Context: an optimization exercise on an open-source flow, tuned for small area. The choices shown serve that exercise and are no tape-out recipe. The RTL was checked by simulation tests, not by an equivalence proof against the original design. Power and IR drop assume default switching activity.

Design gray_window_3x3, start of the top module:
module gray_window_3x3 #(
  parameter int unsigned WIDTH  = 100,
  parameter int unsigned HEIGHT = 100
) (
  input  logic                      clk,
  input  logic                      rst_n,
  input  logic                      pix_valid,
  input  logic [7:0]                pix_in,
  input  logic                      sof,
  output logic                      win_valid,
  output logic [71:0]               win,
  output logic [$clog2(WIDTH)-1:0]  win_x,
  output logic [$clog2(HEIGHT)-1:0] win_y,
  output logic                      frame_done
);
==> module gray_window_3x3, before the edit <==
module gray_window_3x3 #(
  parameter int unsigned WIDTH  = 100,
  parameter int unsigned HEIGHT = 100
) (
  input  logic                      clk,
  input  logic                      rst_n,
  input  logic                      pix_valid,
  input  logic [7:0]                pix_in,
  input  logic                      sof,
  output logic                      win_valid,
  output logic [71:0]               win,
  output logic [$clog2(WIDTH)-1:0]  win_x,
  output logic [$clog2(HEIGHT)-1:0] win_y,
  output logic                      frame_done
);
  localparam int unsigned XW  = $clog2(WIDTH);
  localparam int unsigned YW  = $clog2(HEIGHT);
  localparam int unsigned LEN = 2 * WIDTH + 3;
  logic [XW-1:0] xm1_q;
  logic [YW-1:0] ym1_q;
  logic          acc_q;    
  logic x_last, y_last;
  assign x_last = xm1_q[6] & xm1_q[5] & xm1_q[1] & ~xm1_q[0];
  assign y_last = ym1_q[6] & ym1_q[5] & ym1_q[1] & ~ym1_q[0];
  logic x_neg, y_neg;
  assign x_neg = xm1_q[6] & xm1_q[5] & xm1_q[4];
  assign y_neg = ym1_q[6] & ym1_q[5] & ym1_q[4];
  logic restart_q;
  logic start;
  assign start = sof || restart_q;
  always_ff @(posedge clk or negedge rst_n) begin
    if (!rst_n) begin
      restart_q <= 1'b1;
      acc_q     <= 1'b0;
    end else begin
      acc_q <= pix_valid;
      if (pix_valid) restart_q <= 1'b0;
    end
  end
  always_ff @(posedge clk) begin
    if (pix_valid) begin
      xm1_q <= (start || x_last) ? '1 : xm1_q + XW'(1);
      if (start || (x_last && y_last)) ym1_q <= '1;
      else if (x_last)                 ym1_q <= ym1_q + YW'(1);
    end
  end
  logic [7:0] chain [LEN];
  always_ff @(posedge clk) begin
    if (pix_valid) begin
      chain[0] <= pix_in;
      for (int i = 1; i < LEN - 1; i++) chain[i] <= chain[i-1];
    end
  end
  always_ff @(posedge clk) chain[LEN-1] <= chain[LEN-2];
  for (genvar r = 0; r < 3; r++) begin : g_row
    for (genvar c = 0; c < 3; c++) begin : g_col
      assign win[8*(3*r+c) +: 8] = chain[(2-r)*WIDTH + (2-c)];
    end
  end
  assign win_x      = xm1_q;
  assign win_y      = ym1_q;
  assign win_valid  = acc_q && !x_neg && (xm1_q != '0) && !y_neg && (ym1_q != '0);
  assign frame_done = acc_q && x_last && y_last;
endmodule
clock: 10.0 ns
lec_check: 0
cap_margin: 20
core_margin: 2
core_utilization: 70
slew_margin: 20
standard.sh (not shown) runs the stock make flow with config.mk's settings and CLKGATE_MAP_FILE= SYNTH_SCRIPT=/design/flow/synth_recipe.tcl, a recipe that flattens the netlist after the stock synthesis.
==> flow/flow/run.sh <==
#!/bin/bash
# Standard layout, with a lighter clock tree (no dummy loads, one buffer
# type, larger sink clusters) and the smallest buffer on each port.
set -euo pipefail
export CTS_ARGS="-sink_clustering_enable -repair_clock_nets -dont_use_dummy_load -buf_list sky130_fd_sc_hd__clkbuf_8 -sink_clustering_size 20 -sink_clustering_max_diameter 80"
export BUFFER_PORTS_ARGS="-buffer_cell sky130_fd_sc_hd__buf_1"
bash standard.sh > standard_flow.log 2>&1
Next try:
--- a/flow/design.v
+++ b/flow/design.v
@@ -36,14 +36,14 @@
       acc_q <= pix_valid;
       if (pix_valid) restart_q <= 1'b0;
     end
   end
+  logic x_step, y_step;
+  assign x_step = pix_valid;
+  assign y_step = pix_valid && x_last;
   always_ff @(posedge clk) begin
-    if (pix_valid) begin
-      xm1_q <= (start || x_last) ? '1 : xm1_q + XW'(1);
-      if (start || (x_last && y_last)) ym1_q <= '1;
-      else if (x_last)                 ym1_q <= ym1_q + YW'(1);
-    end
+    xm1_q <= (pix_valid && (start || x_last))            ? '1 : xm1_q + XW'(x_step);
+    ym1_q <= (pix_valid && (start || (x_last && y_last))) ? '1 : ym1_q + YW'(y_step);
   end
   logic [7:0] chain [LEN];
   always_ff @(posedge clk) begin
     if (pix_valid) begin
The new run produced a clean layout.
Clock-buffer cell count is unchanged.
Clock power is about the same.
Hold slack got worse by 0.0037 ns.
Wire length barely changes.
Total power came out higher slightly.
Synthesized area is about the same.
Setup slack gets worse by 0.0082 ns.
Die area is about the same.
Cell area is about the same.
Sequential cell count is unchanged.
Synthesized cell count barely changes.

========
Another version of the RTL of gray_window_3x3 (not shown whole).
Size in the first run: about 1700 cells after synthesis, roughly 100 I/O pins, roughly 0.050 mm^2 of cells after synthesis.
==> module gray_window_3x3, before the edit <==
module gray_window_3x3 #(
  parameter int unsigned WIDTH  = 100,
  parameter int unsigned HEIGHT = 100
) (
  input  logic                      clk,
  input  logic                      rst_n,
  input  logic                      pix_valid,
  input  logic [7:0]                pix_in,
  input  logic                      sof,
  output logic                      win_valid,
  output logic [71:0]               win,
  output logic [$clog2(WIDTH)-1:0]  win_x,
  output logic [$clog2(HEIGHT)-1:0] win_y,
  output logic                      frame_done
);
  localparam int unsigned XW  = $clog2(WIDTH);
  localparam int unsigned YW  = $clog2(HEIGHT);
  localparam int unsigned LEN = 2 * WIDTH + 3;
  logic [XW-1:0] xm1_q;
  logic [YW-1:0] ym1_q;
  logic          acc_q;    
  logic x_last, y_last;
  assign x_last = xm1_q[6] & xm1_q[5] & xm1_q[1] & ~xm1_q[0];
  assign y_last = ym1_q[6] & ym1_q[5] & ym1_q[1] & ~ym1_q[0];
  logic x_neg, y_neg;
  assign x_neg = xm1_q[6] & xm1_q[5] & xm1_q[4];
  assign y_neg = ym1_q[6] & ym1_q[5] & ym1_q[4];
  logic restart_q;
  logic start;
  assign start = sof || restart_q;
  always_ff @(posedge clk or negedge rst_n) begin
    if (!rst_n) begin
      restart_q <= 1'b1;
      acc_q     <= 1'b0;
    end else begin
      acc_q <= pix_valid;
      if (pix_valid) restart_q <= 1'b0;
    end
  end
  always_ff @(posedge clk) begin
    if (pix_valid) begin
      xm1_q <= (start || x_last) ? '1 : xm1_q + XW'(1);
      if (start || (x_last && y_last)) ym1_q <= '1;
      else if (x_last)                 ym1_q <= ym1_q + YW'(1);
    end
  end
  logic [7:0] chain [LEN];
  always_ff @(posedge clk) begin
    if (pix_valid) begin
      chain[0] <= pix_in;
      for (int i = 1; i < LEN; i++) chain[i] <= chain[i-1];
    end
  end
  for (genvar r = 0; r < 3; r++) begin : g_row
    for (genvar c = 0; c < 3; c++) begin : g_col
      assign win[8*(3*r+c) +: 8] = chain[(2-r)*WIDTH + (2-c)];
    end
  end
  assign win_x      = xm1_q;
  assign win_y      = ym1_q;
  assign win_valid  = acc_q && !x_neg && (xm1_q != '0) && !y_neg && (ym1_q != '0);
  assign frame_done = acc_q && x_last && y_last;
endmodule
export LEC_CHECK = 0
export CAP_MARGIN = 20
export CORE_MARGIN = 2
export CORE_UTILIZATION = 75
export SLEW_MARGIN = 20
create_clock -name core_clock -period 10.0 [get_ports {clk}]
Scripts as last shown in full above: flow/flow/run.sh
The first run stopped in detailed placement (DPL-0033).
Change:
==> flow/design.v (replaced) <==
module gray_window_3x3 #(
  parameter int unsigned WIDTH  = 100,
  parameter int unsigned HEIGHT = 100
) (
  input  logic                      clk,
  input  logic                      rst_n,
  input  logic                      pix_valid,
  input  logic [7:0]                pix_in,
  input  logic                      sof,
  output logic                      win_valid,
  output logic [71:0]               win,
  output logic [$clog2(WIDTH)-1:0]  win_x,
  output logic [$clog2(HEIGHT)-1:0] win_y,
  output logic                      frame_done
);
  localparam int unsigned XW  = $clog2(WIDTH);
  localparam int unsigned YW  = $clog2(HEIGHT);
  localparam int unsigned LEN = 2 * WIDTH + 3;
  logic [XW-1:0] xm1_q;
  logic [YW-1:0] ym1_q;
  logic          acc_q;    
  logic [7:0] chain [LEN];
  always_ff @(posedge clk or negedge rst_n) begin
    if (!rst_n) begin
      xm1_q <= XW'(WIDTH - 2);
      ym1_q <= YW'(HEIGHT - 2);
      acc_q <= 1'b0;
    end else begin
      acc_q <= pix_valid;
      if (pix_valid) begin
        if (sof) begin
          xm1_q <= '1;
          ym1_q <= '1;
        end else if (xm1_q == XW'(WIDTH - 2)) begin
          xm1_q <= '1;
          ym1_q <= (ym1_q == YW'(HEIGHT - 2)) ? '1 : ym1_q + YW'(1);
        end else begin
          xm1_q <= xm1_q + XW'(1);
        end
      end
    end
  end
  always_ff @(posedge clk) begin
    if (pix_valid) begin
      chain[0] <= pix_in;
      for (int i = 1; i < LEN; i++) chain[i] <= chain[i-1];
    end
  end
  for (genvar r = 0; r < 3; r++) begin : g_row
    for (genvar c = 0; c < 3; c++) begin : g_col
      assign win[8*(3*r+c) +: 8] = chain[(2-r)*WIDTH + (2-c)];
    end
  end
  assign win_x      = xm1_q;
  assign win_y      = ym1_q;
  assign win_valid  = acc_q && (xm1_q != '1) && (xm1_q != '0)
                            && (ym1_q != '1) && (ym1_q != '0);
  assign frame_done = acc_q && (xm1_q == XW'(WIDTH - 2)) && (ym1_q == YW'(HEIGHT - 2));
endmodule
With this change the flow completed without violations.
Synthesized cell count increases by 1.8%.
Synthesized area hardly moves.

## port drivers added, routing unchanged
The flow's constraints put no driver on any port. The routed layouts listed below were extracted and timed again, unchanged, in two steps.
Step 1 assumes that a clkbuf_16 drives the clock port and a buf_2 every other input.
Step 2 moves the port delays by t, midway between the first and last clock arrival at a register: inputs arrive t later, outputs are due t later. That takes back most of the time a late clock gives input paths.
a / b / c = ideal / step 1 / step 2; a / b = the first two.
run	t, ns	setup slack, ns	worst setup path at the end	latest minus earliest clock arrival (ns)	cell pins on the clock port's net
the first run of note 1	0.754	5.583 / 5.523 / 5.212	input to register	0.032 / 0.031	1
the second run of note 1	0.740	5.575 / 5.608 / 4.869	input to register	0.031 / 0.031	1
the second run of note 2	0.744	5.614 / 5.552 / 5.279	input to register	0.030 / 0.031	1
After both steps every run listed still meets setup and hold. The setup slack of the second run of note 1, which loses most, moves by +0.033 ns with the drivers and by -0.706 ns with both steps.
